Context: an optimization exercise on an open-source flow, tuned for small area. The choices shown serve that exercise and are no tape-out recipe.
Where RTL was checked, it was by simulation tests only, not by an equivalence proof against the original.
No functional check of the RTL was part of run 8.
No driver is modelled on the clock port, so clocking that relies on it looks cheaper here than on a real chip.
Power and IR drop assume default switching activity.

### flow/design.v
`default_nettype none
module cam_repl #(
    parameter int DATA_SIZE = 19,
    parameter int DEPTH     = 16,
    parameter int IDX_W     = $clog2(DEPTH),
    parameter int NSEARCH   = 3
) (
    input  logic                         clk,
    input  logic                         rst,
    input  logic                         flush,
    input  logic                         inv_en,
    input  logic [IDX_W-1:0]             inv_idx,
    input  logic                         wr_en,
    input  logic [IDX_W-1:0]             wr_idx,
    input  logic                         ins_en,
    input  logic [DATA_SIZE-1:0]         wdata,
    input  logic [IDX_W-1:0]             addr,
    output logic [DATA_SIZE-1:0]         data,
    output logic                         vld,
    input  logic [NSEARCH*DATA_SIZE-1:0] rdata,
    output logic [NSEARCH*DEPTH-1:0]     hit,
    output logic [NSEARCH-1:0]           hit_any,
    output logic [NSEARCH*IDX_W-1:0]     hit_idx,
    output logic [NSEARCH-1:0]           multi,
    output logic                         ins_done,
    output logic [IDX_W-1:0]             ins_idx,
    output logic                         full
);
    logic [DATA_SIZE-1:0] r_mem [DEPTH];
    logic [DEPTH-1:0]     r_valid;
    logic [IDX_W-1:0]     r_vp;
    logic                 r_ins_done;
    logic [IDX_W-1:0]     r_ins_idx;
    function automatic logic [IDX_W+1:0] f_summary(input logic [DEPTH-1:0] vec);
        logic [DEPTH-1:0] any1;
        logic [DEPTH-1:0] mul1;
        logic [IDX_W-1:0] idx1 [DEPTH];
        for (int i = 0; i < DEPTH; i++) begin
            any1[i] = vec[i];
            mul1[i] = 1'b0;
            idx1[i] = '0;
        end
        for (int lvl = 0; lvl < IDX_W; lvl++) begin
            for (int i = 0; i < (DEPTH >> (lvl + 1)); i++) begin
                mul1[i] = mul1[2*i] | mul1[2*i+1] | (any1[2*i] & any1[2*i+1]);
                idx1[i] = any1[2*i] ? idx1[2*i] : (idx1[2*i+1] | IDX_W'(1 << lvl));
                any1[i] = any1[2*i] | any1[2*i+1];
            end
        end
        f_summary = {any1[0], mul1[0], any1[0] ? idx1[0] : IDX_W'(0)};
    endfunction
    genvar k, e;
    generate
        for (k = 0; k < NSEARCH; k++) begin : g_port
            logic [DATA_SIZE-1:0] w_key;
            logic [DEPTH-1:0]     w_hit;
            logic [IDX_W+1:0]     w_sum;
            assign w_key = rdata[k*DATA_SIZE +: DATA_SIZE];
            for (e = 0; e < DEPTH; e++) begin : g_entry
                assign w_hit[e] = r_valid[e] && (r_mem[e] == w_key);
            end
            assign w_sum                     = f_summary(w_hit);
            assign hit[k*DEPTH +: DEPTH]     = w_hit;
            assign hit_any[k]                = w_sum[IDX_W+1];
            assign multi[k]                  = w_sum[IDX_W];
            assign hit_idx[k*IDX_W +: IDX_W] = w_sum[IDX_W-1:0];
        end
    endgenerate
    logic [DEPTH-1:0] w_ins_match;
    logic [IDX_W+1:0] w_match_sum;
    logic [IDX_W+1:0] w_free_sum;
    logic [IDX_W-1:0] w_ins_target;
    logic             w_any_match, w_any_free, w_full;
    for (e = 0; e < DEPTH; e++) begin : g_ins_cmp
        assign w_ins_match[e] = r_valid[e] && (r_mem[e] == wdata);
    end
    assign w_match_sum  = f_summary(w_ins_match);
    assign w_free_sum   = f_summary(~r_valid);
    assign w_any_match  = w_match_sum[IDX_W+1];
    assign w_any_free   = w_free_sum[IDX_W+1];
    assign w_full       = ~w_any_free;
    assign w_ins_target = w_any_match ? w_match_sum[IDX_W-1:0] :
                          w_any_free  ? w_free_sum[IDX_W-1:0]  : r_vp;
    logic             w_do_wr, w_do_ins, w_wen;
    logic [IDX_W-1:0] w_widx;
    logic [DEPTH-1:0] w_we;
    assign w_do_wr  = !flush && !inv_en && wr_en;
    assign w_do_ins = !flush && !inv_en && !wr_en && ins_en;
    assign w_wen    = !flush && !inv_en && (wr_en || ins_en);
    assign w_widx   = wr_en ? wr_idx : w_ins_target;
    for (e = 0; e < DEPTH; e++) begin : g_we
        assign w_we[e] = w_wen && (w_widx == IDX_W'(e));
    end
    always_ff @(posedge clk) begin
        if (!rst) begin
            r_valid    <= '0;
            r_vp       <= '0;
            r_ins_done <= 1'b0;
            r_ins_idx  <= '0;
        end else begin
            r_ins_done <= w_do_ins;
            if (w_do_ins) r_ins_idx <= w_ins_target;
            if (w_do_ins && !w_any_match && !w_any_free) r_vp <= r_vp + IDX_W'(1);
            for (int j = 0; j < DEPTH; j++) begin
                if (flush || (inv_en && inv_idx == IDX_W'(j))) r_valid[j] <= 1'b0;
                else if (w_we[j])                             r_valid[j] <= 1'b1;
            end
        end
    end
    logic [DATA_SIZE-1:0] w_wdata_r;
    assign w_wdata_r = wdata & {DATA_SIZE{rst}};
    for (e = 0; e < DEPTH; e++) begin : g_mem
        logic [DATA_SIZE-1:0] q;
        always_ff @(posedge clk) begin
            if (w_we[e] || !rst) q <= w_wdata_r;
        end
        assign r_mem[e] = q;
    end
    always_comb begin
        data = '0;
        for (int j = 0; j < DEPTH; j++) begin
            data = data | (r_mem[j] & {DATA_SIZE{addr == IDX_W'(j)}});
        end
    end
    assign vld      = r_valid[addr];
    assign full     = w_full;
    assign ins_done = r_ins_done;
    assign ins_idx  = r_ins_idx;
endmodule
`default_nettype wire
### flow/run.sh
#!/bin/bash
# synth_recipe.tcl (not shown) runs the flow's synth.tcl, then flattens the netlist and writes it again
# the make line also repeats each setting of config.mk as NAME=value (left out here)
make -C /OpenROAD-flow-scripts/flow DESIGN_CONFIG=/design/flow/config.mk WORK_HOME=/design/flow/orfs CLKGATE_MAP_FILE= SYNTH_SCRIPT=/design/flow/synth_recipe.tcl finish
### flow/config.mk
export PLATFORM = sky130hd
export DESIGN_NAME = cam_repl
export DESIGN_NICKNAME = cam_repl
export VERILOG_FILES = /design/flow/design.v
export SDC_FILE = /design/flow/constraint.sdc
export NUM_CORES = 4
export LEC_CHECK = 0
export ABC_AREA = 1
export CAP_MARGIN = 10
export CORE_MARGIN = 2
export CORE_UTILIZATION = 40
export CTS_BUF_LIST = sky130_fd_sc_hd__clkbuf_8
export CTS_CLUSTER_DIAMETER = 60
export CTS_CLUSTER_SIZE = 14
export GPL_TIMING_DRIVEN = 0
export SETUP_SLACK_MARGIN = 0.2
export SLEW_MARGIN = 10
### flow/constraint.sdc
create_clock -name core_clock -period 8.0 [get_ports {clk}]
set_input_delay 1.6000 -clock core_clock [delete_from_list [all_inputs] [get_ports {clk}]]
set_output_delay 1.6000 -clock core_clock [all_outputs]
set_load 0.01 [all_outputs]
==> results by group, run 1 <==
Run status
  – Outcome: did not finish
  – Failing step: global routing (5_1_grt)
  – Stop Error: [ERROR GRT-0116] Global routing finished with congestion. Check the congestion regions in the DRC Viewer.

Logic synthesis
  – Syn_area_per_cell: 6.83 µm²
  – Asr flop ratio synth: 0%
  – Top cells by area, synth: edfxtp_1 (31%), nand2_1 (17%), o22ai_1 (12%), inv_1 (6.3%), a221oi_1 (4.3%)
  – Synthesized area: 29800 µm²
  – Seq/Total Area, Yosys: 32.3%
  – Yosys top cell area share: 30.7%
  – Flops & latches, synth: 329
  – Synth area leader: edfxtp_1
  – Synth cell types: 51
  – EDFF count, synth: 304
  – Post-Synthesis Cells: 4362
  – YS warnings: 7
  – Synthesized net count: 4457
  – Synth Flop Type: edfxtp_1

Clock network
  – Hold Buf Count CTS: 0
  – Num CTS Buffers: 44
  – Max H-tree Level: 2
  – TritonCTS Sinks: 329
  – Clk buf depth: 3
  – CTS Root Cell: clkbuf_8

Die
  – Initial Utilization: 40.2%
  – Row count: 100
  – Die width: 277 µm
  – Die Span Y: 277 µm
  – Top Ports: 186

Global route
  – Largest net degree at the start of global routing: 20
  – Total GRT Usage: 84.5%
  – Number of global-route vias before repair: 44400
  – Final global-route overflow total: 207
  – First-pass GRT wire length: 441000 µm

Placed design
  – Setup WS pre-CTS: -0.203 ns
  – I/O Buffers: 127
  – RePlAce Congestion: 1.36
  – Dpl hpwl: 216000 µm
  – Placed inst area: 32900 µm²
-- cells in the mapped netlist, types with 25 or more instances --
cell	n
o22ai_1	573
edfxtp_1	304
o21ai_0	124
o2111ai_1	41
dfxtp_1	25
nand2_1	1334
nor4_1	104
buf_4	26
buf_2	121
a21oi_1	85
nor2_1	330
nand4_1	102
a221oi_1	145
xor2_1	98
clkbuf_1	81
xnor2_1	53
inv_1	500
nand3_1	80
-- timing repair --
item                                    4_1_cts
gates resized for setup                       5
endpoints found under the setup margin        8
buffers inserted                              4
pin swaps                                     2
cloned                                        0
-- worst max path at each step --
stage	endpoint	slack, ns
after detailed placement	multi[2]	-0.20
after global placement	g_mem[4].q[11]$_DFFE_PP_	-0.85
after floorplan	hit_idx[9]	2.90
after CTS	multi[2]	0.28
-- power groups by stage --
stage	clock, W	combinational (W)	sequential (W)
4_1_cts	0.00148	0.00172	0.00218
3_5_place_dp	0	0.00171	0.00222
3_3_place_gp	0	0.00169	0.00223
2_1_floorplan	0	0.000796	0.00211
-- cells by family after synthesis --
| kind of cell | after synthesis | synth area share (%) |
|---|---|---|
| compound gates | 1045 | 23.0 |
| buf+inv | 807 | 11.7 |
| fa+ha+maj | 1 | 0.0420 |
| flops | 329 | 32.3 |
| xor+xnor | 151 | 4.44 |
| simple gates | 2029 | 28.5 |
-- stage by stage --
stage / util (%) / cells
floorplan: - / 4362
detailed placement: 44.4 / 5483
CTS: 45.7 / 5565
global placement: 43.5 / 5458
-- layer usage --
layer | overflow | track usage [%]
met1 | 16 | 86.6
met2 | 91 | 92.6
met3 | 19 | 77.4
met4 | 80 | 77.4
met5 | 1 | 65.9
==> inputs of run 2 (changes only) <==
==> flow/flow/run.sh (new file) <==
#!/bin/bash
# Own layout flow: the standard layout (standard.sh) with these changes:
#  * Synthesis is synth_recipe.tcl unchanged except that, right before
#    Yosys's abc call, every 2-input XOR (XNOR) gate is mapped to an
#    inverted sky130_fd_sc_hd__xnor2_1 (xor2_1) (flow/xor_map.v), and abc
#    runs flow/abc_area.script (two rounds of area-oriented mapping with
#    choices) on the rest. The register mapping is untouched.
#  * Port buffers: sky130_fd_sc_hd__buf_1 on outputs (flow/pre_gpl.tcl),
#    sky130_fd_sc_hd__buf_2 on inputs.
#  * CTS uses clkbuf_8 in clusters of up to 14 sinks and inserts no dummy
#    loads.
# Every tool writes its full output to ORFS's per-step logs under orfs/logs;
# make's own output goes to make.log in this folder.
set -euo pipefail
W=$PWD
{
  head -n 1 synth_recipe.tcl
  cat <<'T'
proc abc {args} {
  set i [lsearch -exact $args -script]
  if { $i >= 0 } { lset args [expr {$i + 1}] $::env(OWN_ABC_SCRIPT) }
  yosys techmap -map $::env(OWN_XOR_MAP)
  yosys abc {*}$args
}
T
  tail -n +2 synth_recipe.tcl
} > "$W/own_synth.tcl"
sed "s#SYNTH_SCRIPT=[^ ]*#SYNTH_SCRIPT=$W/own_synth.tcl#" standard.sh > "$W/own_standard.sh"
grep -q "SYNTH_SCRIPT=$W/own_synth.tcl" "$W/own_standard.sh"
export OWN_ABC_SCRIPT="$W/flow/abc_area.script"
export OWN_XOR_MAP="$W/flow/xor_map.v"
export PRE_GLOBAL_PLACE_TCL="$W/flow/pre_gpl.tcl"
export BUFFER_PORTS_ARGS="-inputs -buffer_cell sky130_fd_sc_hd__buf_2"
export CTS_ARGS="-sink_clustering_enable -repair_clock_nets -buf_list sky130_fd_sc_hd__clkbuf_8 -sink_clustering_size 14 -sink_clustering_max_diameter 60 -dont_use_dummy_load"
bash "$W/own_standard.sh" > "$W/make.log" 2>&1
==> flow/flow/abc_area.script (new file) <==
strash
dch -f
amap -F 4 -A 8 -C 2000
strash
dch -f
amap -F 4 -A 8 -C 2000
topo
==> flow/flow/pre_gpl.tcl (new file) <==
# Output ports get buf_1 buffers here; the input ports are buffered right
# after this by ORFS's own buffer_ports call (BUFFER_PORTS_ARGS).
buffer_ports -outputs -buffer_cell sky130_fd_sc_hd__buf_1
==> flow/flow/xor_map.v (new file) <==
module \$_XOR_ (input A, input B, output Y);
  wire t;
  sky130_fd_sc_hd__xnor2_1 _TECHMAP_REPLACE_ (.A(A), .B(B), .Y(t));
  \$_NOT_ inv (.A(t), .Y(Y));
endmodule
module \$_XNOR_ (input A, input B, output Y);
  wire t;
  sky130_fd_sc_hd__xor2_1 _TECHMAP_REPLACE_ (.A(A), .B(B), .X(t));
  \$_NOT_ inv (.A(t), .Y(Y));
endmodule
==> flow/standard.sh (new file) <==
#!/bin/bash
# synth_recipe.tcl (not shown) runs the flow's synth.tcl, then flattens the netlist and writes it again
# the make line also repeats each setting of config.mk as NAME=value (left out here)
make -C /OpenROAD-flow-scripts/flow DESIGN_CONFIG=/design/flow/config.mk WORK_HOME=/design/flow/orfs CLKGATE_MAP_FILE= SYNTH_SCRIPT=/design/flow/synth_recipe.tcl "${@:-finish}"
--- a/flow/config.mk
+++ b/flow/config.mk
@@ -11,5 +11,2 @@
 export CORE_UTILIZATION = 40
-export CTS_BUF_LIST = sky130_fd_sc_hd__clkbuf_8
-export CTS_CLUSTER_DIAMETER = 60
-export CTS_CLUSTER_SIZE = 14
 export GPL_TIMING_DRIVEN = 0
removed: flow/run.sh
==> run 2 against run 1 <==
Effect of this change: now clean on timing, DRC and antenna; area after synthesis decreased by 11%; synthesized cell count decreased by 40%.
==> results by group, run 2 <==
Timing
  – Fmax achieved: 152 MHz
  – Final period util: 82.3%
  – Slew @ Worst Pin: 1.34 ns
  – Final setup fails: 0
  – Fin. Hold Viols: 0
  – Final Max Slew Viols: 0
  – Clock skew: 0.0941 ns
  – RSZ-0062 raised after global routing: false
  – Final critical-path required period: 6.58 ns
  – Slew margin rel.: 10.5%

Placed design
  – Dpl hpwl: 95700 µm
  – Placed inst area: 29400 µm²
  – I/O Buffers: 185
  – RePlAce Congestion: 1.04

Clock network
  – Hold Buf Count CTS: 0
  – Post-CTS setup buffer count: 0
  – Num CTS Buffers: 36
  – Max H-tree Level: 2
  – TritonCTS Sinks: 329
  – Clk buf depth: 3
  – CTS Root Cell: clkbuf_8
  – Post_cts resized: 0
  – Clock-pin slew on the worst setup and hold paths: 0.08 ns
  – CTS tree: yes
  – Worst-Skew Late Latency: 0.65 ns

Drt
  – Iteration-0 DRC Markers: 3398
  – DRT antenna net count: 0
  – Pre-antenna DRT Iters: 8
  – WL final: 127000 µm
  – Via count: 24100
  – DRC Markers: 0
  – Wire per inst: 34.2 µm
  – Via/cell ratio: 6.48

Die
  – Core area: 65900 µm²
  – Initial Utilization: 40.4%
  – Top Ports: 186
  – Die width: 262 µm
  – Die Area: 68600 µm²
  – Die Span Y: 262 µm
  – Row count: 94

Logic synthesis
  – Yosys top cell area share: 40.1%
  – Seq/Total Area, Yosys: 36.2%
  – Synth area leader: xnor2_1
  – Post-Synthesis Cells: 2602
  – Synthesized net count: 2697
  – Syn_area_per_cell: 10.2 µm²
  – Most frequent cell after synthesis: xnor2_1
  – Asr flop ratio synth: 0%
  – Top cells by count, synth: xnor2_1 (1218), nand4_1 (313), edfxtp_1 (304)
  – YS warnings: 7
  – Flops & latches, synth: 329
  – Synth Flop Type: edfxtp_1
  – Top cells by area, synth: xnor2_1 (40%), edfxtp_1 (34%), nand4_1 (7.4%), a222oi_1 (2.0%), dfxtp_1 (1.9%)
  – Synthesized area: 26600 µm²
  – EDFF count, synth: 304
  – Synth cell types: 44

Finish
  – # fillers: 6225
  – Final nets: 2941
  – Most common cell after layout, fill and taps aside: xnor2_1
  – Area occupied by multi-input gates: 17100 µm²
  – Most flops, register: g_mem.q
  – Post-route cell area: 29900 µm²
  – Max reg flops: 304
  – Biggest regs: g_mem.q (304), r_valid (16)
  – Share of cells above drive strength 1: 6.72%
  – Area growth syn-to-layout: 12.3%
  – Most frequent cells in the layout: xnor2_1 (1218), nand4_1 (313), edfxtp_1 (304)
  – Reg area: 9630 µm²
  – Util after Layout: 45.4%

Worst setup path
  – Slowest CP cell: nor3_1
  – Worst Path Required: 6.40 ns
  – Critical Path, Cell by Cell: buf_2 -> xnor2_1 -> nand4_1 -> or3_1 -> nor3_1 -> nor2_1 -> nand2_1 -> o21ai_0 -> o32ai_1 -> buf_1
  – Critical path data arrival time: 4.98 ns
  – Critical Path Start Type: primary input
  – CP Max Fanout: 16
  – Crit Path Class: primary input to output pin
  – CP Capture Type: output pin
  – Worst stage delay on the critical path: 0.84 ns

Global route
  – GR Util met1: 44.1%
  – Final global-route overflow total: 0
  – Number of global-route vias before repair: 23200
  – GR Util met2: 58.8%
  – Total GRT Usage: 36.3%
  – First-pass GRT wire length: 174000 µm
  – Largest net degree at the start of global routing: 27
  – Met3 Track Usage GR: 5.58%
  – GRT busiest layer: met2
  – Initial antenna violation count: 4

Worst hold path
  – Hold crit path type: flip-flop to flip-flop

Power and ir drop
  – Pwr dens: 146 nW/µm²
  – Leak: 7.97 nW
  – Peak VDD IR: 0.123 mV

Flow run
  – Max Cap Viol: 0

Run status
  – Outcome: finished clean
==> run 2: cell types whose count changed after synthesis, sizes merged, moves of 90 or more <==
| cell | before | now |
|---|---|---|
| o21ai | 144 | 25 |
| inv | 525 | 0 |
| xor2 | 98 | 0 |
| nand2 | 1344 | 95 |
| nor2 | 341 | 110 |
| nand4 | 102 | 313 |
| buf | 180 | 0 |
| nor4 | 105 | 15 |
| a221oi | 145 | 17 |
| o22ai | 573 | 24 |
| xnor2 | 53 | 1218 |
==> run 2: cell families after synthesis <==
| kind of cell | after synthesis | share of synthesized area, % |
|---|---|---|
| compound gates | 252 | 7.48 |
| fa+ha+maj | 1 | 0.0470 |
| xor+xnor | 1218 | 40.1 |
| buf+inv | 54 | 0.762 |
| simple gates | 748 | 15.5 |
| flops | 329 | 36.2 |
==> run 2: worst paths after layout <==
kind                                 from                        to  slack (ns)  cells after the start
setup / recovery                rdata[47]                hit_idx[8]        1.42                     10
hold / removal       r_vp[1]$_SDFFE_PN0P_      r_vp[1]$_SDFFE_PN0P_        0.49                      2
setup reg to reg  g_mem[5].q[7]$_DFFE_PP_  g_mem[3].q[17]$_DFFE_PP_        2.63                     11
hold reg to reg      r_vp[1]$_SDFFE_PN0P_      r_vp[1]$_SDFFE_PN0P_        0.49                      2
==> run 2: metal layers <==
layer  vias up  part of all wire (%)
met2      1642                    46
met4         0                   8.7
met1     12000                    37
li1      10100                     -
met3       392                   9.0
met5         -                     0
==> run 2: critical path: cells and delay by family <==
kind | cells | cell delay (ns)
simple gates | 5 | 2.12
xor+xnor | 1 | 0.20
compound gates | 2 | 0.35
buf+inv | 2 | 0.69
==> run 2: layout make-up <==
type                            count  area share (%)
Clock buffer                       36            1.66
Sequential cell                   329            32.2
Multi-Input combinational cell   2219            57.2
Antenna cell                        3          0.0251
Timing Repair Buffer              206            4.62
Inverter                           54           0.678
Tap cell                          864            3.62
==> run 2: through the flow <==
stage                     setup slack [ns]  TNS [ns]  instances  hold slack [ns]  power [W]
after CTS                             1.64         0       3708            0.493    0.00436
final                                 1.42         0       3711            0.495    0.00437
after global placement               -1.34   -339.01       3651            0.463    0.00329
after detailed placement              1.26         0       3672            0.481    0.00336
after global routing                  1.39         0       3709            0.524    0.00450
after floorplan                       2.32         0       2602            0.450    0.00284
==> run 2: power breakdown <==
group          switching, W  internal, W
sequential         0.000207      0.00199
combinational      0.000660     0.000499
clock              0.000613     0.000402
total               0.00148      0.00289
==> inputs of run 3 (changes only) <==
--- a/flow/flow/run.sh
+++ b/flow/flow/run.sh
@@ -5,3 +5,3 @@
 #    inverted sky130_fd_sc_hd__xnor2_1 (xor2_1) (flow/xor_map.v), and abc
-#    runs flow/abc_area.script (two rounds of area-oriented mapping with
+#    runs flow/abc_area.script (three rounds of area-oriented mapping with
 #    choices) on the rest. The register mapping is untouched.
@@ -9,2 +9,4 @@
 #    sky130_fd_sc_hd__buf_2 on inputs.
+#  * The resizer may not use buf_12 or buf_16 (flow/no_big_buf.tcl, run
+#    before the resize, CTS and global-route steps).
 #  * CTS uses clkbuf_8 in clusters of up to 14 sinks and inserts no dummy
@@ -33,2 +35,5 @@
 export BUFFER_PORTS_ARGS="-inputs -buffer_cell sky130_fd_sc_hd__buf_2"
+export PRE_RESIZE_TCL="$W/flow/no_big_buf.tcl"
+export PRE_CTS_TCL="$W/flow/no_big_buf.tcl"
+export PRE_GLOBAL_ROUTE_TCL="$W/flow/no_big_buf.tcl"
 export CTS_ARGS="-sink_clustering_enable -repair_clock_nets -buf_list sky130_fd_sc_hd__clkbuf_8 -sink_clustering_size 14 -sink_clustering_max_diameter 60 -dont_use_dummy_load"
==> flow/flow/abc_area.script (replaced) <==
strash
dch -f
amap -F 4 -A 8 -C 2000
strash
dch -f
amap -F 4 -A 8 -C 2000
strash
dch -f
amap -F 4 -A 8 -C 2000
topo
==> flow/flow/no_big_buf.tcl (new file) <==
# Keep the resizer from using the largest buffers when it repairs slew,
# capacitance and timing; smaller buffers do on these short nets.
set_dont_use {sky130_fd_sc_hd__buf_12 sky130_fd_sc_hd__buf_16}
==> run 3 against run 2 <==
Effect of this change: first-iteration DRC count rose by 1.9%; sequential cell count did not move; via count fell by 2.2%; power fell by 0.33%; still clean; combinational power barely moved.
==> results by group, run 3 <==
Logic synthesis
  – Syn_area_per_cell: 10.4 µm²
  – Top cells by area, synth: xnor2_1 (40%), edfxtp_1 (35%), nand4_1 (7.7%), a222oi_1 (2.2%), dfxtp_1 (1.9%)
  – Most frequent cell after synthesis: xnor2_1
  – Yosys top cell area share: 40.4%
  – EDFF count, synth: 304
  – Largest family of logic cells by synthesized area: XOR/XNOR gates
  – Synth Flop Type: edfxtp_1
  – Seq/Total Area, Yosys: 36.5%
  – Post-Synthesis Cells: 2549
  – Asr flop ratio synth: 0%
  – Post-Synth Simple-Gate Area: 14.9%
  – Synth Area in Adders: 0.0474%
  – Post-synthesis mux area share: 0%
  – Synthesized net count: 2644
  – Synthesized area: 26400 µm²
  – Compound-Gate Fraction of Synth Area: 7.50%
  – Flops & latches, synth: 329
  – Synth area leader: xnor2_1
  – Synth Area in XOR/XNOR: 40.4%
  – Top cells by count, synth: xnor2_1 (1218), nand4_1 (323), edfxtp_1 (304)
  – YS warnings: 7
  – Synth cell types: 45

Drt
  – Wire per inst: 35.5 µm
  – Iteration-0 DRC Markers: 3461
  – DRT antenna net count: 0
  – WL final: 130000 µm
  – Via/cell ratio: 6.42
  – DRC Markers: 0
  – Via count: 23500
  – Pre-antenna DRT Iters: 8

Power and ir drop
  – Peak VDD IR: 0.140 mV
  – Leak: 7.82 nW
  – Pwr dens: 148 nW/µm²

Finish
  – Final nets: 2894
  – Post-route cell area: 29500 µm²
  – Share of cells above drive strength 1: 7.29%
  – Most common cell after layout, fill and taps aside: xnor2_1
  – Area growth syn-to-layout: 11.9%
  – Biggest regs: g_mem.q (304), r_valid (16)
  – Fin cells: 3664
  – Most frequent cells in the layout: xnor2_1 (1218), nand4_1 (323), edfxtp_1 (304)
  – Most flops, register: g_mem.q
  – Util after Layout: 45.1%
  – Max reg flops: 304
  – # fillers: 6173

Timing
  – Final critical-path required period: 6.80 ns
  – Fmax achieved: 147 MHz
  – RSZ-0062 raised after global routing: false
  – Final period util: 85.0%
  – Hold Slack: 0.537 ns
  – Slew margin rel.: 15.0%
  – Clock skew: 0.0942 ns
  – Slew @ Worst Pin: 1.27 ns
  – Final Max Slew Viols: 0
  – Final setup fails: 0
  – Slack of the critical path: 1.20 ns
  – Fin. Hold Viols: 0

Clock network
  – TritonCTS Sinks: 329
  – Post_cts resized: 0
  – Hold Buf Count CTS: 0
  – Post-CTS setup buffer count: 0
  – Num CTS Buffers: 36
  – Clock-pin slew on the worst setup and hold paths: 0.08 ns
  – CTS tree: yes
  – Worst-Skew Late Latency: 0.65 ns

Global route
  – Initial antenna violation count: 6
  – Final global-route overflow total: 0
  – Largest net degree at the start of global routing: 25
  – Total GRT Usage: 37.6%
  – First-pass GRT wire length: 179000 µm
  – Number of global-route vias before repair: 22800

Placed design
  – Dpl hpwl: 99200 µm
  – # placed instances: 3625
  – I/O Buffers: 185
  – Placed inst area: 29000 µm²
  – RePlAce Congestion: 1.01
  – Setup WS pre-CTS: 1.26 ns

Worst hold path
  – Hold Crit Start: r_vp[3]$_SDFFE_PN0P_
  – Hold crit path type: flip-flop to flip-flop

Worst setup path
  – Worst Path Required: 6.40 ns
  – Critical Path Source: rdata[46]
  – Crit Path Class: primary input to output pin
  – Critical path data arrival time: 5.20 ns
  – CP Capture Type: output pin
  – CP Max Fanout: 16
  – FF-to-FF Start: g_mem[0].q[5]$_DFFE_PP_
  – Critical Path Start Type: primary input

Die
  – Core area: 65500 µm²
  – Top Ports: 186
  – Row count: 94
  – Die Span Y: 261 µm
  – Die width: 261 µm
  – Initial Utilization: 40.3%
  – Die Area: 68100 µm²

Flow run
  – Max Cap Viol: 0

Run status
  – Outcome: finished clean
[run 3: changes by cell type in the layout (fill, tap and decap cells not counted), moves of 8 or more]
cell,change
nor2_1,-8
buf_8,+27
nand2_1,-35
nand4_1,+10
buf_16,-20
or3_1,-10
nor3_1,+9
[run 3: critical path, cell delays in order]
cell and delay, ns:
buf_2 0.51, xnor2_1 0.19, nand4_1 0.23, or3_1 0.58
nor3_1 0.93, nor2_1 0.19, nand2_1 0.22, nor2_1 0.12
o21ai_0 0.22, o32ai_1 0.21, buf_1 0.19
[run 3: stage by stage]
step	TNS, ns	power [W]
2_1_floorplan	0	0.00283
3_3_place_gp	-391.69	0.00331
3_5_place_dp	0	0.00337
4_1_cts	0	0.00435
5_1_grt	0	0.00450
6_report	0	0.00436
[run 3: logic make-up after synthesis]
family	count (synthesis)
XOR/XNOR	1218
AND/OR/NAND/NOR	702
flip-flops	329
AO/OA/AOI/OAI	248
buffers and inverters	51
adder cells (fa/ha/maj)	1
[run 3: final timing paths]
path | to | slack, ns | cells past startpoint
setup / recovery | hit_idx[9] | 1.20 | 11
hold / removal | r_vp[3]$_SDFFE_PN0P_ | 0.54 | 2
setup reg to reg | g_mem[9].q[14]$_DFFE_PP_ | 2.53 | 14
hold reg to reg | r_vp[3]$_SDFFE_PN0P_ | 0.54 | 2
[run 3: layout make-up]
class	count	area [µm²]	area share [%]
antenna	3	7.51	0.0254
clock buffer	36	495	1.68
inverter	51	193	0.652
multi-input combinational	2169	16900	57.3
sequential	329	9630	32.6
tap	864	1080	3.66
timing repair buffer	212	1220	4.12
[run 3: metal layers]
layer  share of wire [%]  up-vias  global-route usage, %
met1                  37    11700                   45.7
met3                 9.2      349                   6.98
met5               0.010        -                      0
met2                  46     1511                   61.5
li1                    -     9920                      -
met4                 8.0        2                   24.1
[run 3: report_power, final]
part	internal [W]	leakage (nW)	switching [W]
Sequential	0.00199	3.34	0.000215
Clock	0.000401	0.259	0.000604
Combinational	0.000488	4.23	0.000660
Total	0.00288	7.82	0.00148
==> inputs of run 4 (changes only) <==
--- a/flow/config.mk
+++ b/flow/config.mk
@@ -8,7 +8,7 @@
 export ABC_AREA = 1
-export CAP_MARGIN = 10
+export CAP_MARGIN = 12
 export CORE_MARGIN = 2
-export CORE_UTILIZATION = 40
+export CORE_UTILIZATION = 45
 export GPL_TIMING_DRIVEN = 0
 export SETUP_SLACK_MARGIN = 0.2
-export SLEW_MARGIN = 10
+export SLEW_MARGIN = 12
==> run 4 against run 3 <==
Effect of this change: wire length fell by 2.2%; utilization grew 5.7 points; global-route usage grew 3.7 points; cell count shrank 2.8%; clock skew shrank 0.024 ns; non-clock buffer count shrank 1; sequential cell count is the same; highest routed layer unchanged.
==> results by group, run 4 <==
Logic synthesis
  – Post-Synthesis Cells: 2549
  – YS warnings: 7
  – Top cells by area, synth: xnor2_1 (40%), edfxtp_1 (35%), nand4_1 (7.7%), a222oi_1 (2.2%), dfxtp_1 (1.9%)
  – Top cells by count, synth: xnor2_1 (1218), nand4_1 (323), edfxtp_1 (304)
  – Seq/Total Area, Yosys: 36.5%
  – Post-synthesis mux area share: 0%
  – Synthesized net count: 2644
  – Synth Area in XOR/XNOR: 40.4%
  – Yosys top cell area share: 40.4%
  – Flops & latches, synth: 329
  – EDFF count, synth: 304
  – Synth Flop Type: edfxtp_1
  – Synthesized area: 26400 µm²
  – Synth area leader: xnor2_1
  – Most frequent cell after synthesis: xnor2_1
  – Largest family of logic cells by synthesized area: XOR/XNOR gates
  – Compound-Gate Fraction of Synth Area: 7.50%
  – Syn_area_per_cell: 10.4 µm²
  – Asr flop ratio synth: 0%
  – Post-Synth Simple-Gate Area: 14.9%
  – Synth cell types: 45
  – Synth Area in Adders: 0.0474%

Global route
  – Initial antenna violation count: 5
  – Total GRT Usage: 41.4%
  – Number of global-route vias before repair: 22900
  – Final global-route overflow total: 0
  – First-pass GRT wire length: 176000 µm
  – Largest net degree at the start of global routing: 24

Power and ir drop
  – Flop pwr share: 51.0%
  – Psw: 0.00146 W
  – Peak VDD IR: 0.142 mV
  – Clk pwr share: 22.5%
  – Leak: 7.80 nW
  – Sw Share: 33.9%
  – Pwr dens: 147 nW/µm²
  – Internal cell power: 0.00286 W
  – Combinational Power Share: 26.5%

Drt
  – WL met2: 56900 µm
  – Met3 WL post-DR: 13000 µm
  – Via count: 23700
  – WL final: 127000 µm
  – DRT antenna net count: 0
  – WL met1: 45400 µm
  – Iteration-0 DRC Markers: 3676
  – Wire per inst: 35.7 µm
  – Top layer in use: met5
  – Via/cell ratio: 6.66
  – DRC Markers: 0
  – Pre-antenna DRT Iters: 9

Die
  – Die width: 246 µm
  – Row count: 88
  – Core area: 57800 µm²
  – Initial Utilization: 45.7%
  – Die Area: 60600 µm²
  – Die Span Y: 246 µm
  – Top Ports: 186

Timing
  – Clock skew: 0.0703 ns
  – Final critical-path required period: 6.73 ns
  – Final Max Slew Viols: 0
  – Slew margin rel.: 14.4%
  – Setup tns final: 0 ns
  – Slew @ Worst Pin: 1.27 ns
  – Fmax achieved: 149 MHz
  – Final period util: 84.1%
  – Final setup fails: 0
  – Fin. Hold Viols: 0
  – RSZ-0062 raised after global routing: false

Placed design
  – Placed inst area: 28900 µm²
  – Dpl hpwl: 96200 µm
  – RePlAce Congestion: 1.06
  – I/O Buffers: 185

Finish
  – Most common cell after layout, fill and taps aside: xnor2_1
  – Final nets: 2891
  – Reg area: 9630 µm²
  – Max reg flops: 304
  – Share of cells above drive strength 1: 7.30%
  – Post-route cell area: 29400 µm²
  – Biggest regs: g_mem.q (304), r_valid (16)
  – Area growth syn-to-layout: 11.3%
  – Area occupied by multi-input gates: 16900 µm²
  – Most flops, register: g_mem.q
  – # fillers: 5272
  – Most frequent cells in the layout: xnor2_1 (1218), nand4_1 (323), edfxtp_1 (304)

Flow run
  – Max Cap Viol: 0

Clock network
  – Hold Buf Count CTS: 0
  – Clock-pin slew on the worst setup and hold paths: 0.07 ns
  – Post-CTS setup buffer count: 0
  – Num CTS Buffers: 34
  – CTS tree: yes
  – Worst-Skew Late Latency: 0.62 ns
  – Post_cts resized: 0
  – TritonCTS Sinks: 329

Worst setup path
  – Critical path data arrival time: 5.13 ns
  – CP Max Fanout: 16
  – Worst stage delay on the critical path: 1.00 ns
  – Cell mode on critical path: nor2_1
  – Slowest CP cell: nor3_1
  – Crit Path Class: primary input to output pin
  – CP Capture Type: output pin
  – Critical Path Start Type: primary input
  – Critical Path, Cell by Cell: buf_2 -> xnor2_1 -> nand4_1 -> or3_1 -> nor3_1 -> nor2_1 -> nand2_1 -> nor2_1 -> o21ai_0 -> o32ai_1 -> buf_1
  – Worst Path Required: 6.40 ns

Run status
  – Outcome: finished clean

Worst hold path
  – Hold crit path type: flip-flop to flip-flop
run 4: kinds of logic after synthesis:
logic type,count (synthesis)
XOR/XNOR,1218
AND/OR/NAND/NOR,702
flip-flops,329
AO/OA/AOI/OAI,248
buffers and inverters,51
adder cells (fa/ha/maj),1
run 4: power groups by stage:
stage / clock network [W] / logic, W / registers, W
4_1_cts: 0.000979 / 0.00112 / 0.00220
2_1_floorplan: 0 / 0.000666 / 0.00217
3_3_place_gp: 0 / 0.00105 / 0.00225
3_5_place_dp: 0 / 0.00112 / 0.00224
5_1_grt: 0.00103 / 0.00120 / 0.00221
6_report: 0.000971 / 0.00115 / 0.00220
run 4: final timing paths:
path                                    end  cells past startpoint  slack (ns)                      start
setup / recovery                 hit_idx[5]                     11        1.27                  rdata[29]
hold / removal    r_ins_idx[2]$_SDFFE_PN0P_                      1        0.52  r_ins_idx[2]$_SDFFE_PN0P_
setup reg to reg   g_mem[9].q[17]$_DFFE_PP_                     14        2.53    g_mem[0].q[6]$_DFFE_PP_
hold reg to reg   r_ins_idx[2]$_SDFFE_PN0P_                      1        0.52  r_ins_idx[2]$_SDFFE_PN0P_
run 4: layer usage:
metal	vias up	GRT usage [%]
met5	-	0
met4	10	31.5
met3	438	8.51
met2	1732	65.1
met1	11600	49.7
li1	9915	-
run 4: final cells by class:
| cell class | instances | share of cell area, % |
|---|---|---|
| multi-input cells | 2169 | 57.6 |
| clock buffers | 34 | 1.59 |
| flip-flops and latches | 329 | 32.8 |
| inverters | 51 | 0.656 |
| well taps | 765 | 3.26 |
| repair buffers | 211 | 4.06 |
| diodes | 1 | 0.00852 |
run 4: worst max-delay path, delay by kind of cell:
| kind | cells | cell delay, ns |
|---|---|---|
| XOR/XNOR | 1 | 0.19 |
| AND/OR/NAND/NOR | 6 | 2.29 |
| AO/OA/AOI/OAI | 2 | 0.35 |
| buffers and inverters | 2 | 0.67 |
run 4: per-stage QoR:
stage / hold slack, ns / util [%] / power (W) / std cells / worst slack [ns]
after global placement: 0.498 / 48.7 / 0.00330 / 3499 / -1.77
after detailed placement: 0.502 / 50.0 / 0.00336 / 3525 / 1.22
after floorplan: 0.480 / - / 0.00283 / 2549 / 2.40
after global routing: 0.536 / 50.8 / 0.00445 / 3559 / 1.20
after CTS: 0.519 / 50.8 / 0.00430 / 3559 / 1.49
final: 0.516 / 50.8 / 0.00432 / 3560 / 1.27
==> inputs of run 5 (changes only) <==
--- a/flow/flow/run.sh
+++ b/flow/flow/run.sh
@@ -11,3 +11,3 @@
 #    before the resize, CTS and global-route steps).
-#  * CTS uses clkbuf_8 in clusters of up to 14 sinks and inserts no dummy
+#  * CTS uses clkbuf_4 in clusters of up to 8 sinks and inserts no dummy
 #    loads.
@@ -38,3 +38,3 @@
 export PRE_GLOBAL_ROUTE_TCL="$W/flow/no_big_buf.tcl"
-export CTS_ARGS="-sink_clustering_enable -repair_clock_nets -buf_list sky130_fd_sc_hd__clkbuf_8 -sink_clustering_size 14 -sink_clustering_max_diameter 60 -dont_use_dummy_load"
+export CTS_ARGS="-sink_clustering_enable -repair_clock_nets -buf_list sky130_fd_sc_hd__clkbuf_4 -sink_clustering_size 8 -sink_clustering_max_diameter 50 -dont_use_dummy_load"
 bash "$W/own_standard.sh" > "$W/make.log" 2>&1
==> run 5 against run 4 <==
Effect of this change: utilization shrank 0.11 points; still clean; clock-buffer cell count grew 19; highest routed layer unchanged; combinational power is essentially flat; die area is the same; sequential power is essentially flat; largest cell class unchanged.
==> results by group, run 5 <==
Logic synthesis
  – Synth Area in Adders: 0.0474%
  – Synth Flop Type: edfxtp_1
  – Top cells by count, synth: xnor2_1 (1218), nand4_1 (323), edfxtp_1 (304)
  – Synthesized net count: 2644
  – Post-Synthesis Cells: 2549
  – Compound-Gate Fraction of Synth Area: 7.50%
  – Synthesized area: 26400 µm²
  – Synth cell types: 45
  – Post-synthesis mux area share: 0%
  – Synth Area in XOR/XNOR: 40.4%
  – Top cells by area, synth: xnor2_1 (40%), edfxtp_1 (35%), nand4_1 (7.7%), a222oi_1 (2.2%), dfxtp_1 (1.9%)
  – Asr flop ratio synth: 0%
  – Yosys top cell area share: 40.4%
  – Synth area leader: xnor2_1
  – Largest family of logic cells by synthesized area: XOR/XNOR gates
  – EDFF count, synth: 304
  – Seq/Total Area, Yosys: 36.5%
  – Syn_area_per_cell: 10.4 µm²
  – Post-Synth Simple-Gate Area: 14.9%
  – YS warnings: 7
  – Most frequent cell after synthesis: xnor2_1
  – Flops & latches, synth: 329

Power and ir drop
  – Leak: 7.80 nW
  – Psw: 0.00148 W
  – Peak VDD IR: 0.123 mV
  – Clk pwr share: 21.3%
  – Pwr dens: 145 nW/µm²
  – Combinational Power Share: 26.9%
  – Flop pwr share: 51.8%
  – Sw Share: 34.7%
  – Internal cell power: 0.00278 W

Clock network
  – Post_cts resized: 0
  – Worst-Skew Late Latency: 0.88 ns
  – TritonCTS Sinks: 329
  – Num CTS Buffers: 53
  – Hold Buf Count CTS: 0
  – Clock-pin slew on the worst setup and hold paths: 0.07 ns
  – Post-CTS setup buffer count: 0
  – CTS tree: yes

Drt
  – Via count: 23800
  – DRT antenna net count: 0
  – WL final: 127000 µm
  – Iteration-0 DRC Markers: 3645
  – Via/cell ratio: 6.65
  – Wire per inst: 35.6 µm
  – DRC Markers: 0
  – Pre-antenna DRT Iters: 9

Global route
  – First-pass GRT wire length: 176000 µm
  – Number of global-route vias before repair: 23100
  – Initial antenna violation count: 8
  – Total GRT Usage: 41.5%
  – Final global-route overflow total: 0
  – Largest net degree at the start of global routing: 24

Worst hold path
  – Hold depth: 1
  – Hold Crit Start: r_ins_idx[2]$_SDFFE_PN0P_
  – Hold crit path type: flip-flop to flip-flop
  – Hold-critical path endpoint: r_ins_idx[2]$_SDFFE_PN0P_

Die
  – Die Area: 60600 µm²
  – Top Ports: 186
  – Die Span Y: 246 µm
  – Initial Utilization: 45.7%
  – Core area: 57800 µm²
  – Die width: 246 µm
  – Row count: 88

Finish
  – Most frequent cells in the layout: xnor2_1 (1218), nand4_1 (323), edfxtp_1 (304)
  – Area growth syn-to-layout: 11.0%
  – Max reg flops: 304
  – Post-route cell area: 29300 µm²
  – Biggest regs: g_mem.q (304), r_valid (16)
  – Most common cell after layout, fill and taps aside: xnor2_1
  – # fillers: 5294
  – Most flops, register: g_mem.q
  – Util after Layout: 50.7%
  – Share of cells above drive strength 1: 7.93%
  – Final nets: 2910

Worst setup path
  – R2R Path End: g_mem[9].q[18]$_DFFE_PP_
  – CP Capture Type: output pin
  – CP Max Fanout: 16
  – R2r setup slk: 2.60 ns
  – Worst R2R Path Depth: 14
  – Critical Path Start Type: primary input
  – Critical path data arrival time: 5.07 ns
  – Worst Path Required: 6.40 ns
  – Crit Path Class: primary input to output pin
  – FF-to-FF Start: g_mem[0].q[0]$_DFFE_PP_
  – Critical Path Source: rdata[40]

Timing
  – Slack of the critical path: 1.33 ns
  – Slew @ Worst Pin: 1.20 ns
  – Final critical-path required period: 6.67 ns
  – Final setup fails: 0
  – RSZ-0062 raised after global routing: false
  – Setup tns final: 0 ns
  – Final period util: 83.3%
  – Final Max Slew Viols: 0
  – Fmax achieved: 150 MHz
  – Fin. Hold Viols: 0
  – Clock skew: 0.150 ns
  – Slew margin rel.: 19.4%

Placed design
  – Setup WS pre-CTS: 1.22 ns
  – Dpl hpwl: 96200 µm
  – Placed inst area: 28900 µm²
  – RePlAce Congestion: 1.06
  – I/O Buffers: 185

Flow run
  – Max Cap Viol: 0

Run status
  – Outcome: finished clean
## run 5: cell count changes in the layout (fill, tap and decap cells not counted), sizes merged
cell / delta
clkbuf: +19
diode: +2
## run 5: worst max-delay path by stage
| stage | to | slack [ns] |
|---|---|---|
| finish | hit_idx[8] | 1.33 |
| global route | hit_idx[8] | 1.20 |
| CTS | hit_idx[5] | 1.49 |
| detailed placement | g_mem[3].q[17]$_DFFE_PP_ | 1.22 |
| global placement | g_mem[3].q[17]$_DFFE_PP_ | -1.77 |
| floorplan | g_mem[1].q[0]$_DFFE_PP_ | 2.40 |
## run 5: logic make-up (layout without fill, tap and decap cells)
| family | after synthesis | after routing |
|---|---|---|
| xor+xnor | 1218 | 1218 |
| buf+inv | 51 | 315 |
| compound gates | 248 | 248 |
| other cells | 0 | 3 |
| simple gates | 702 | 702 |
| fa+ha+maj | 1 | 1 |
| flops | 329 | 329 |
## run 5: metrics by stage
stage	std cells	hold slack [ns]	power, W
6_report	3581	0.518	0.00426
5_1_grt	3580	0.541	0.00439
4_1_cts	3578	0.520	0.00424
2_1_floorplan	2549	0.480	0.00283
3_5_place_dp	3525	0.502	0.00336
3_3_place_gp	3499	0.498	0.00330
## run 5: worst max-delay path, cell delays in order
cell and delay, ns:
buf_2 0.49, xnor2_1 0.21, nand4_1 0.31, or3_1 0.53
nor3_1 0.85, nor2_1 0.19, nand2_1 0.20, nor2_1 0.10
o21ai_0 0.19, o32ai_1 0.19, buf_1 0.17
## run 5: cell type report
class                   count  area (µm²)  area share [%]
multi-input cells        2169       16900            57.8
clock buffers              53         398            1.36
inverters                  51         193           0.657
well taps                 765         957            3.27
repair buffers            211        1190            4.07
flip-flops and latches    329        9630            32.9
diodes                      3        7.51          0.0256
## run 5: power by group through the flow
| stage | Combinational, W | Sequential (W) | Clock, W |
|---|---|---|---|
| 6_report | 0.00115 | 0.00220 | 0.000906 |
| 5_1_grt | 0.00120 | 0.00221 | 0.000975 |
| 4_1_cts | 0.00112 | 0.00220 | 0.000919 |
| 3_5_place_dp | 0.00112 | 0.00224 | 0 |
| 3_3_place_gp | 0.00105 | 0.00225 | 0 |
| 2_1_floorplan | 0.000666 | 0.00217 | 0 |
## run 5: per-layer routing
metal / GRT usage (%) / vias to the layer above / part of all wire (%)
li1: - / 9964 / -
met1: 50.7 / 11700 / 36
met2: 65.4 / 1760 / 45
met3: 7.49 / 424 / 9.8
met4: 31.2 / 10 / 9.1
met5: 0 / - / 0.046
==> inputs of run 6 (changes only) <==
--- a/flow/config.mk
+++ b/flow/config.mk
@@ -8,7 +8,7 @@
 export ABC_AREA = 1
-export CAP_MARGIN = 12
+export CAP_MARGIN = 10
 export CORE_MARGIN = 2
-export CORE_UTILIZATION = 45
+export CORE_UTILIZATION = 40
 export GPL_TIMING_DRIVEN = 0
 export SETUP_SLACK_MARGIN = 0.2
-export SLEW_MARGIN = 12
+export SLEW_MARGIN = 10
==> run 6 against run 5 <==
Effect of this change: sequential share of layout area down 0.16 points; sequential cell count unchanged; area after synthesis unchanged; synthesized cell count unchanged; maximum frequency down 2.6%; global-route usage down 3.9 points; register-to-register slack better by 0.07 ns; hold slack better by 0.016 ns; clock skew up 0.025 ns; critical path type unchanged; largest power group unchanged.
==> results by group, run 6 <==
Run status
  – Outcome: finished clean

Finish
  – Share of cells above drive strength 1: 7.89%
  – Most flops, register: g_mem.q
  – Post-route cell area: 29400 µm²
  – Most common cell after layout, fill and taps aside: xnor2_1
  – # fillers: 6192
  – Most frequent cells in the layout: xnor2_1 (1218), nand4_1 (323), edfxtp_1 (304)
  – Final nets: 2912
  – Max reg flops: 304
  – Util after Layout: 45.0%
  – Biggest regs: g_mem.q (304), r_valid (16)
  – Area growth syn-to-layout: 11.5%

Clock network
  – TritonCTS Sinks: 329
  – Hold Buf Count CTS: 0
  – Num CTS Buffers: 54
  – Post-CTS setup buffer count: 0
  – CTS tree: yes
  – Worst-Skew Late Latency: 0.87 ns
  – Post_cts resized: 0
  – Clock-pin slew on the worst setup and hold paths: 0.09 ns

Global route
  – Initial antenna violation count: 4
  – Number of global-route vias before repair: 22900
  – Total GRT Usage: 37.6%
  – Largest net degree at the start of global routing: 25
  – First-pass GRT wire length: 178000 µm
  – Final global-route overflow total: 0

Logic synthesis
  – Most frequent cell after synthesis: xnor2_1
  – Post-Synthesis Cells: 2549
  – Synth cell types: 45
  – Asr flop ratio synth: 0%
  – Synth area leader: xnor2_1
  – Seq/Total Area, Yosys: 36.5%
  – Yosys top cell area share: 40.4%
  – Synthesized net count: 2644
  – EDFF count, synth: 304
  – Flops & latches, synth: 329
  – Syn_area_per_cell: 10.4 µm²
  – Top cells by area, synth: xnor2_1 (40%), edfxtp_1 (35%), nand4_1 (7.7%), a222oi_1 (2.2%), dfxtp_1 (1.9%)
  – Synthesized area: 26400 µm²
  – Synth Flop Type: edfxtp_1
  – YS warnings: 7
  – Top cells by count, synth: xnor2_1 (1218), nand4_1 (323), edfxtp_1 (304)

Worst hold path
  – Hold crit path type: flip-flop to flip-flop
  – Hold Crit Start: r_ins_idx[1]$_SDFFE_PN0P_
  – Hold depth: 1
  – Hold-critical path endpoint: r_ins_idx[1]$_SDFFE_PN0P_

Worst setup path
  – Critical Path Source: rdata[45]
  – R2r setup slk: 2.67 ns
  – Slowest CP cell: nor3_1
  – Critical Path, Cell by Cell: buf_2 -> xnor2_1 -> nand4_1 -> or3_1 -> nor3_1 -> nor2_1 -> nand2_1 -> nor2_1 -> o21ai_0 -> o32ai_1 -> buf_1
  – FF-to-FF Start: g_mem[4].q[0]$_DFFE_PP_
  – Critical path's top delay family: simple AND/OR/NAND/NOR gates
  – Critical Path Start Type: primary input
  – Worst Path Required: 6.40 ns
  – CP Max Fanout: 16
  – R2R Path End: g_mem[9].q[14]$_DFFE_PP_
  – Critical path data arrival time: 5.25 ns
  – Cell mode on critical path: nor2_1
  – Worst R2R Path Depth: 13
  – CP Depth: 11
  – Worst stage delay on the critical path: 0.97 ns
  – Crit Path Class: primary input to output pin
  – CP Capture Type: output pin
  – WP buf/inv: 2

Timing
  – Fmax achieved: 146 MHz
  – Slack of the critical path: 1.15 ns
  – Final period util: 85.6%
  – Final Max Slew Viols: 0
  – Clock skew: 0.175 ns
  – RSZ-0062 raised after global routing: false
  – Slew margin rel.: 12.6%
  – Final critical-path required period: 6.85 ns
  – Final setup fails: 0
  – Setup tns final: 0 ns
  – Slew @ Worst Pin: 1.31 ns
  – Fin. Hold Viols: 0

Die
  – Core area: 65500 µm²
  – Top Ports: 186
  – Die Span Y: 261 µm
  – Initial Utilization: 40.3%
  – Die width: 261 µm
  – Row count: 94
  – Die Area: 68100 µm²

Flow run
  – Max Cap Viol: 0

Drt
  – Via count: 23700
  – DRT antenna net count: 0
  – WL final: 130000 µm
  – Iteration-0 DRC Markers: 3169
  – Pre-antenna DRT Iters: 7
  – Via/cell ratio: 6.43
  – Wire per inst: 35.3 µm
  – DRC Markers: 0

Placed design
  – Dpl hpwl: 99200 µm
  – I/O Buffers: 185
  – Setup WS pre-CTS: 1.26 ns
  – Placed inst area: 29000 µm²
  – RePlAce Congestion: 1.01

Power and ir drop
  – Peak VDD IR: 0.110 mV
  – Leak: 7.81 nW
  – Pwr Total: 0.00425 W
  – Pwr dens: 144 nW/µm²
-- run 6: changes by cell type in the layout (fill, tap and decap cells not counted) --
cell / delta
buf_8: +3
nor2b_1: +3
nor2b_2: -3
buf_6: -2
diode_2: -2
clkbuf_4: +1
-- run 6: cell families (layout without fill, tap and decap cells) --
group           count (synthesis)  in the layout  share of synthesized area, %
xor+xnor                     1218           1218                          40.4
other cells                     0              1                             0
compound gates                248            248                          7.50
buf+inv                        51            317                         0.725
simple gates                  702            702                          14.9
flops                         329            329                          36.5
fa+ha+maj                       1              1                        0.0474
-- run 6: worst max-delay path by stage --
stage,slack [ns],endpoint
6_report,1.15,hit_idx[9]
2_1_floorplan,2.40,g_mem[1].q[0]$_DFFE_PP_
4_1_cts,1.41,hit_idx[9]
5_1_grt,1.12,hit_idx[4]
3_3_place_gp,-1.54,g_mem[6].q[17]$_DFFE_PP_
3_5_place_dp,1.26,g_mem[10].q[17]$_DFFE_PP_
-- run 6: layout make-up --
class / count / area (µm²) / area share (%)
inverters: 51 / 193 / 0.654
repair buffers: 212 / 1220 / 4.13
diodes: 1 / 2.50 / 0.00850
clock buffers: 54 / 405 / 1.38
well taps: 864 / 1080 / 3.67
flip-flops and latches: 329 / 9630 / 32.7
multi-input cells: 2169 / 16900 / 57.5
-- run 6: layer usage --
layer | wire length (µm) | part of all wire (%) | GRT usage [%] | vias up
met5 | 16 | 0.012 | 0 | -
li1 | - | - | - | 9981
met3 | 12500 | 9.6 | 7.60 | 354
met1 | 47400 | 36 | 45.0 | 11800
met2 | 59400 | 46 | 60.7 | 1551
met4 | 10800 | 8.3 | 26.2 | 2
-- run 6: metrics by stage --
stage / hold WS, ns / std cells
4_1_cts: 0.534 / 3679
5_1_grt: 0.564 / 3680
2_1_floorplan: 0.480 / 2549
6_report: 0.535 / 3680
3_5_place_dp: 0.514 / 3625
3_3_place_gp: 0.497 / 3598
-- run 6: power breakdown --
| part | internal (W) | total (W) | switching (W) |
|---|---|---|---|
| logic | 0.000488 | 0.00115 | 0.000660 |
| registers | 0.00199 | 0.00220 | 0.000215 |
| clock network | 0.000306 | 0.000902 | 0.000596 |
| total | 0.00278 | 0.00425 | 0.00147 |
==> inputs of run 7 (changes only) <==
==> flow/flow/run.sh (replaced) <==
#!/bin/bash
# Own layout flow: the standard layout (standard.sh) with these changes:
#  * Synthesis is synth_recipe.tcl unchanged except that Yosys's abc call
#    runs flow/abc_area.script (three rounds of area-oriented mapping with
#    choices). The register mapping is untouched.
#  * Port buffers: sky130_fd_sc_hd__buf_1 on outputs (flow/pre_gpl.tcl),
#    sky130_fd_sc_hd__buf_2 on inputs.
#  * The resizer may not use buf_12 or buf_16 (flow/no_big_buf.tcl, run
#    before the resize, CTS and global-route steps).
#  * CTS uses clkbuf_8 in clusters of up to 14 sinks and inserts no dummy
#    loads.
# Every tool writes its full output to ORFS's per-step logs under orfs/logs;
# make's own output goes to make.log in this folder.
set -euo pipefail
W=$PWD
{
  head -n 1 synth_recipe.tcl
  cat <<'T'
proc abc {args} {
  set i [lsearch -exact $args -script]
  if { $i >= 0 } { lset args [expr {$i + 1}] $::env(OWN_ABC_SCRIPT) }
  yosys abc {*}$args
}
T
  tail -n +2 synth_recipe.tcl
} > "$W/own_synth.tcl"
sed "s#SYNTH_SCRIPT=[^ ]*#SYNTH_SCRIPT=$W/own_synth.tcl#" standard.sh > "$W/own_standard.sh"
grep -q "SYNTH_SCRIPT=$W/own_synth.tcl" "$W/own_standard.sh"
export OWN_ABC_SCRIPT="$W/flow/abc_area.script"
export PRE_GLOBAL_PLACE_TCL="$W/flow/pre_gpl.tcl"
export BUFFER_PORTS_ARGS="-inputs -buffer_cell sky130_fd_sc_hd__buf_2"
export PRE_RESIZE_TCL="$W/flow/no_big_buf.tcl"
export PRE_CTS_TCL="$W/flow/no_big_buf.tcl"
export PRE_GLOBAL_ROUTE_TCL="$W/flow/no_big_buf.tcl"
export CTS_ARGS="-sink_clustering_enable -repair_clock_nets -buf_list sky130_fd_sc_hd__clkbuf_8 -sink_clustering_size 14 -sink_clustering_max_diameter 60 -dont_use_dummy_load"
bash "$W/own_standard.sh" > "$W/make.log" 2>&1
removed: flow/flow/xor_map.v
==> run 7 against run 6 <==
Effect of this change: synthesized cell count increased by 8.0%; area after synthesis decreased by 5.4%; the flow now stops in global routing (5_1_grt).
==> results by group, run 7 <==
Logic synthesis
  – Most frequent cell after synthesis: o22ai_1
  – Top cells by area, synth: edfxtp_1 (37%), o22ai_1 (20%), a221oi_1 (7.3%), clkinv_1 (6.6%), a222oi_1 (4.0%)
  – Syn_area_per_cell: 9.08 µm²
  – Synthesized area: 25000 µm²
  – Synth area leader: edfxtp_1
  – Post-Synthesis Cells: 2753
  – Synthesized net count: 2848
  – EDFF count, synth: 304
  – Synth cell types: 45
  – Yosys top cell area share: 36.5%
  – YS warnings: 7
  – Synth Flop Type: edfxtp_1
  – Seq/Total Area, Yosys: 38.5%
  – Flops & latches, synth: 329
  – Top cells by count, synth: o22ai_1 (802), clkinv_1 (442), edfxtp_1 (304)
  – Asr flop ratio synth: 0%

Die
  – Top Ports: 186
  – Die Span Y: 254 µm
  – Die width: 254 µm
  – Row count: 91
  – Initial Utilization: 40.5%

Global route
  – Largest net degree at the start of global routing: 26
  – Number of global-route vias before repair: 40000
  – Total GRT Usage: 83.3%
  – First-pass GRT wire length: 368000 µm
  – Final global-route overflow total: 1

Clock network
  – Num CTS Buffers: 41
  – Hold Buf Count CTS: 0
  – Post-CTS setup buffer count: 0
  – TritonCTS Sinks: 329

Run status
  – Failing step: global routing (5_1_grt)
  – Stop Error: [ERROR GRT-0116] Global routing finished with congestion. Check the congestion regions in the DRC Viewer.
  – Outcome: did not finish

Placed design
  – Placed inst area: 28200 µm²
  – Dpl hpwl: 162000 µm
  – I/O Buffers: 185
  – RePlAce Congestion: 1.28
## run 7: changes by cell type after synthesis, moves of 126 or more
cell,previous run,this run
xnor2_1,1218,0
o22ai_1,28,802
clkinv_1,51,442
nand4_1,323,52
a221oi_1,11,208
or4_1,2,128
## run 7: worst max-delay path by stage
stage | startpoint | to | slack [ns]
floorplan | wdata[14] | g_mem[10].q[0]$_DFFE_PP_ | 1.33
global placement | wdata[4] | g_mem[4].q[11]$_DFFE_PP_ | -3.01
detailed placement | wdata[15] | g_mem[14].q[5]$_DFFE_PP_ | -0.80
CTS | wdata[11] | g_mem[1].q[4]$_DFFE_PP_ | 0.20
## run 7: cells by family after synthesis
kind of cell	count (synthesis)	share of synthesized area [%]
compound gates	1497	43.7
simple gates	484	11.0
buf+inv	442	6.64
fa+ha+maj	1	0.0501
flops	329	38.5
## run 7: power groups by stage
| stage | Sequential, W | Combinational (W) | Clock (W) |
|---|---|---|---|
| floorplan | 0.00212 | 0.000580 | 0 |
| global placement | 0.00225 | 0.00134 | 0 |
| detailed placement | 0.00223 | 0.00139 | 0 |
| CTS | 0.00219 | 0.00139 | 0.00112 |
## run 7: through the flow
step	TNS [ns]	worst slack (ns)	total power, W	instances	hold WS, ns
after global placement	-861.99	-3.01	0.00359	3775	0.448
after CTS	0	0.195	0.00471	3894	0.467
after detailed placement	-172.29	-0.799	0.00362	3853	0.458
after floorplan	0	1.33	0.00270	2753	0.422
## run 7: routing by layer
metal / global-route usage (%) / overflow
met1: 85.0 / 0
met3: 78.1 / 0
met4: 77.6 / 0
met2: 90.2 / 1
met5: 57.5 / 0
## run 7: repair_timing
action,in CTS
setup endpoints to repair,233
endpoints found under the hold margin,0
pin swaps,0
resized for setup,9
==> inputs of run 8 (changes only) <==
--- a/flow/design.v
+++ b/flow/design.v
@@ -69,6 +69,6 @@
     logic [DEPTH-1:0] w_ins_match;
-    logic [IDX_W+1:0] w_match_sum;
-    logic [IDX_W+1:0] w_free_sum;
+    logic [DEPTH-1:0] w_cand;
+    logic [IDX_W+1:0] w_cand_sum;
     logic [IDX_W-1:0] w_ins_target;
-    logic             w_any_match, w_any_free, w_full;
+    logic             w_any_match, w_any_cand, w_full;
     for (e = 0; e < DEPTH; e++) begin : g_ins_cmp
@@ -76,9 +76,8 @@
     end
-    assign w_match_sum  = f_summary(w_ins_match);
-    assign w_free_sum   = f_summary(~r_valid);
-    assign w_any_match  = w_match_sum[IDX_W+1];
-    assign w_any_free   = w_free_sum[IDX_W+1];
-    assign w_full       = ~w_any_free;
-    assign w_ins_target = w_any_match ? w_match_sum[IDX_W-1:0] :
-                          w_any_free  ? w_free_sum[IDX_W-1:0]  : r_vp;
+    assign w_any_match  = |w_ins_match;
+    assign w_full       = &r_valid;
+    assign w_cand       = w_any_match ? w_ins_match : ~r_valid;
+    assign w_cand_sum   = f_summary(w_cand);
+    assign w_any_cand   = w_cand_sum[IDX_W+1];
+    assign w_ins_target = w_any_cand ? w_cand_sum[IDX_W-1:0] : r_vp;
     logic             w_do_wr, w_do_ins, w_wen;
@@ -102,3 +101,3 @@
             if (w_do_ins) r_ins_idx <= w_ins_target;
-            if (w_do_ins && !w_any_match && !w_any_free) r_vp <= r_vp + IDX_W'(1);
+            if (w_do_ins && !w_any_cand) r_vp <= r_vp + IDX_W'(1);
             for (int j = 0; j < DEPTH; j++) begin
==> flow/flow/run.sh (replaced) <==
#!/bin/bash
# Own layout flow: the standard layout (standard.sh) with these changes:
#  * Synthesis is synth_recipe.tcl unchanged except that, right before
#    Yosys's abc call, every 2-input XOR (XNOR) gate is mapped to an
#    inverted sky130_fd_sc_hd__xnor2_1 (xor2_1) (flow/xor_map.v), and abc
#    runs flow/abc_area.script (two rounds of area-oriented mapping with
#    choices) on the rest. The register mapping is untouched.
#  * Port buffers: sky130_fd_sc_hd__buf_1 on outputs (flow/pre_gpl.tcl),
#    sky130_fd_sc_hd__buf_2 on inputs.
#  * CTS uses clkbuf_8 in clusters of up to 14 sinks and inserts no dummy
#    loads.
# Every tool writes its full output to ORFS's per-step logs under orfs/logs;
# make's own output goes to make.log in this folder.
set -euo pipefail
W=$PWD
{
  head -n 1 synth_recipe.tcl
  cat <<'T'
proc abc {args} {
  set i [lsearch -exact $args -script]
  if { $i >= 0 } { lset args [expr {$i + 1}] $::env(OWN_ABC_SCRIPT) }
  yosys techmap -map $::env(OWN_XOR_MAP)
  yosys abc {*}$args
}
T
  tail -n +2 synth_recipe.tcl
} > "$W/own_synth.tcl"
sed "s#SYNTH_SCRIPT=[^ ]*#SYNTH_SCRIPT=$W/own_synth.tcl#" standard.sh > "$W/own_standard.sh"
grep -q "SYNTH_SCRIPT=$W/own_synth.tcl" "$W/own_standard.sh"
export OWN_ABC_SCRIPT="$W/flow/abc_area.script"
export OWN_XOR_MAP="$W/flow/xor_map.v"
export PRE_GLOBAL_PLACE_TCL="$W/flow/pre_gpl.tcl"
export BUFFER_PORTS_ARGS="-inputs -buffer_cell sky130_fd_sc_hd__buf_2"
export CTS_ARGS="-sink_clustering_enable -repair_clock_nets -buf_list sky130_fd_sc_hd__clkbuf_8 -sink_clustering_size 14 -sink_clustering_max_diameter 60 -dont_use_dummy_load"
bash "$W/own_standard.sh" > "$W/make.log" 2>&1
==> flow/flow/abc_area.script (replaced) <==
strash
dch -f
amap -F 4 -A 8 -C 2000
strash
dch -f
amap -F 4 -A 8 -C 2000
topo
==> flow/flow/xor_map.v (new file) <==
module \$_XOR_ (input A, input B, output Y);
  wire t;
  sky130_fd_sc_hd__xnor2_1 _TECHMAP_REPLACE_ (.A(A), .B(B), .Y(t));
  \$_NOT_ inv (.A(t), .Y(Y));
endmodule
module \$_XNOR_ (input A, input B, output Y);
  wire t;
  sky130_fd_sc_hd__xor2_1 _TECHMAP_REPLACE_ (.A(A), .B(B), .X(t));
  \$_NOT_ inv (.A(t), .Y(Y));
endmodule
--- a/flow/config.mk
+++ b/flow/config.mk
@@ -12,3 +12,3 @@
 export GPL_TIMING_DRIVEN = 0
-export SETUP_SLACK_MARGIN = 0.2
+export SETUP_SLACK_MARGIN = 0.5
 export SLEW_MARGIN = 10
removed: flow/flow/no_big_buf.tcl
==> run 8 against run 7 <==
Effect of this change: synthesized cell count decreased by 7.4%; the run now finishes clean; area after synthesis grew 5.6%.
==> results by group, run 8 <==
Run status
  – Outcome: finished clean

Finish
  – Fin cells: 3683
  – Area growth syn-to-layout: 14.4%
  – Util after Layout: 46.1%
  – Biggest regs: g_mem.q (304), r_valid (16)

Timing
  – Setup tns final: 0 ns
  – Final critical-path required period: 7.41 ns
  – Slew margin rel.: 18.6%
  – Fin. Hold Viols: 0
  – Final setup fails: 0

Power and ir drop
  – Peak VDD IR: 0.136 mV
  – Internal cell power: 0.00312 W
  – Pwr dens: 161 nW/µm²
  – Sw Share: 35.7%

Logic synthesis
  – EDFF count, synth: 304
  – Synthesized area: 26400 µm²
  – YS warnings: 6

Worst setup path
  – Critical path data arrival time: 7.71 ns
  – Slowest CP cell: nor2_1
  – FF-to-FF Start: g_mem[9].q[5]$_DFFE_PP_
  – Worst R2R Path Depth: 19

Drt
  – DRC Markers: 0
  – Via count: 24000
  – Pre-antenna DRT Iters: 8

Clock network
  – TritonCTS Sinks: 329
  – Hold Buf Count CTS: 0
  – CTS tree: yes
  – Num CTS Buffers: 40

Global route
  – Initial antenna violation count: 9
  – Final global-route overflow total: 0

Placed design
  – I/O Buffers: 185
  – Setup WS pre-CTS: -1.06 ns
  – # placed instances: 3623

Worst hold path
  – Hold crit path type: flip-flop to flip-flop
run 8: cell types whose count changed after synthesis, moves of 65 or more:
cell      change
a221oi_1    -197
clkinv_1    -394
nand4_1     +278
nor4_1       -65
o22ai_1     -780
or4_1       -124
xnor2_1    +1218
run 8: kinds of logic after synthesis:
family	share of synthesized area, %
buffers and inverters	0.683
flip-flops	36.5
AO/OA/AOI/OAI	7.71
adder cells (fa/ha/maj)	0.0474
XOR/XNOR	40.4
AND/OR/NAND/NOR	14.7
run 8: worst reg2reg max path, delay by kind of cell, from the launching register on:
kind | cells | cell delay, ns
AOI/OAI and AO/OA | 5 | 1.47
buffers and inverters | 4 | 0.79
and+or+nand+nor | 9 | 3.02
DFF | 1 | 0.54
xor gates and xnor gates | 1 | 0.59
run 8: power by group through the flow:
stage,Combinational [W],Sequential [W],Clock [W]
3_5_place_dp,0.00134,0.00240,0
4_1_cts,0.00137,0.00236,0.00110
6_report,0.00139,0.00236,0.00109
2_1_floorplan,0.000820,0.00229,0
5_1_grt,0.00146,0.00238,0.00115
3_3_place_gp,0.00126,0.00241,0
run 8: how the worst min path moves through the flow:
stage                           endpoint  slack [ns]                 startpoint
2_1_floorplan       r_vp[0]$_SDFFE_PN0P_        0.46       r_vp[0]$_SDFFE_PN0P_
3_3_place_gp        r_vp[0]$_SDFFE_PN0P_        0.48       r_vp[0]$_SDFFE_PN0P_
3_5_place_dp   r_ins_idx[1]$_SDFFE_PN0P_        0.48  r_ins_idx[1]$_SDFFE_PN0P_
4_1_cts        r_ins_idx[1]$_SDFFE_PN0P_        0.50  r_ins_idx[1]$_SDFFE_PN0P_
5_1_grt             r_vp[0]$_SDFFE_PN0P_        0.51       r_vp[0]$_SDFFE_PN0P_
6_report       r_ins_idx[1]$_SDFFE_PN0P_        0.50  r_ins_idx[1]$_SDFFE_PN0P_
run 8: per-stage QoR:
stage	power (W)	cell area (µm²)	hold WS [ns]
2_1_floorplan	0.00311	26400	0.455
3_3_place_gp	0.00366	28300	0.478
3_5_place_dp	0.00374	29300	0.483
4_1_cts	0.00483	30100	0.496
5_1_grt	0.00499	30200	0.513
6_report	0.00485	30200	0.496
run 8: repair_timing:
| item | 4_1_cts | 5_1_grt |
|---|---|---|
| endpoints found under the setup margin | 320 | 320 |
| pin swaps | 10 | 4 |
| gates resized for setup | 21 | 5 |
| buffers inserted | 13 | 2 |
run 8: per-layer routing:
| layer | vias up | part of all wire [%] | global-route usage, % |
|---|---|---|---|
| met5 | - | 0.034 | 0 |
| met4 | 8 | 8.5 | 27.5 |
| met3 | 400 | 8.2 | 5.87 |
| met2 | 1614 | 46 | 63.7 |
| met1 | 12000 | 37 | 48.1 |
| li1 | 9969 | - | - |
run 8: area by class of cell:
| type | count | area, µm² |
|---|---|---|
| fillers | 6067 | 35300 |
| multi-input cells | 2171 | 17000 |
| flip-flops and latches | 329 | 9630 |
| repair buffers | 226 | 1750 |
| well taps | 864 | 1080 |
| clock buffers | 40 | 551 |
| inverters | 48 | 180 |
| diodes | 5 | 12.5 |

[port drivers added, routing unchanged]
No port has a modelled driver above. Below, the same layouts with a new extraction and two added sets of constraints.
Step 1 sets driving cells, clkbuf_16 on the clock port and buf_2 on the other inputs (assumed; they add their load-dependent delay and slew).
Step 2 adds t to the input delays and takes it off the output delays; t is the mean of the earliest and latest rising clock arrival at the registers after step 1. Input paths then give back, and output paths get back, about the clock's delay inside the block.
Three values: no drivers, after step 1, after step 2; two values: the first two.
run	shift t [ns]	setup slack, ns	pins driven straight from the clock port
run 2	0.666	1.415 / 1.375 / 1.024	1
run 3	0.661	1.196 / 1.169 / 1.018	1
run 4	0.644	1.275 / 1.252 / 0.991	1
run 5	0.861	1.333 / 1.308 / 1.028	1
run 6	0.834	1.153 / 1.129 / 1.099	1
run 8	0.679	0.593 / 0.624 / -0.055	1
With both steps, setup timing fails in run 8, where it was met with ideal ports. The setup slack of run 8, which loses most, moves by +0.031 ns with the drivers and by -0.648 ns with both steps.
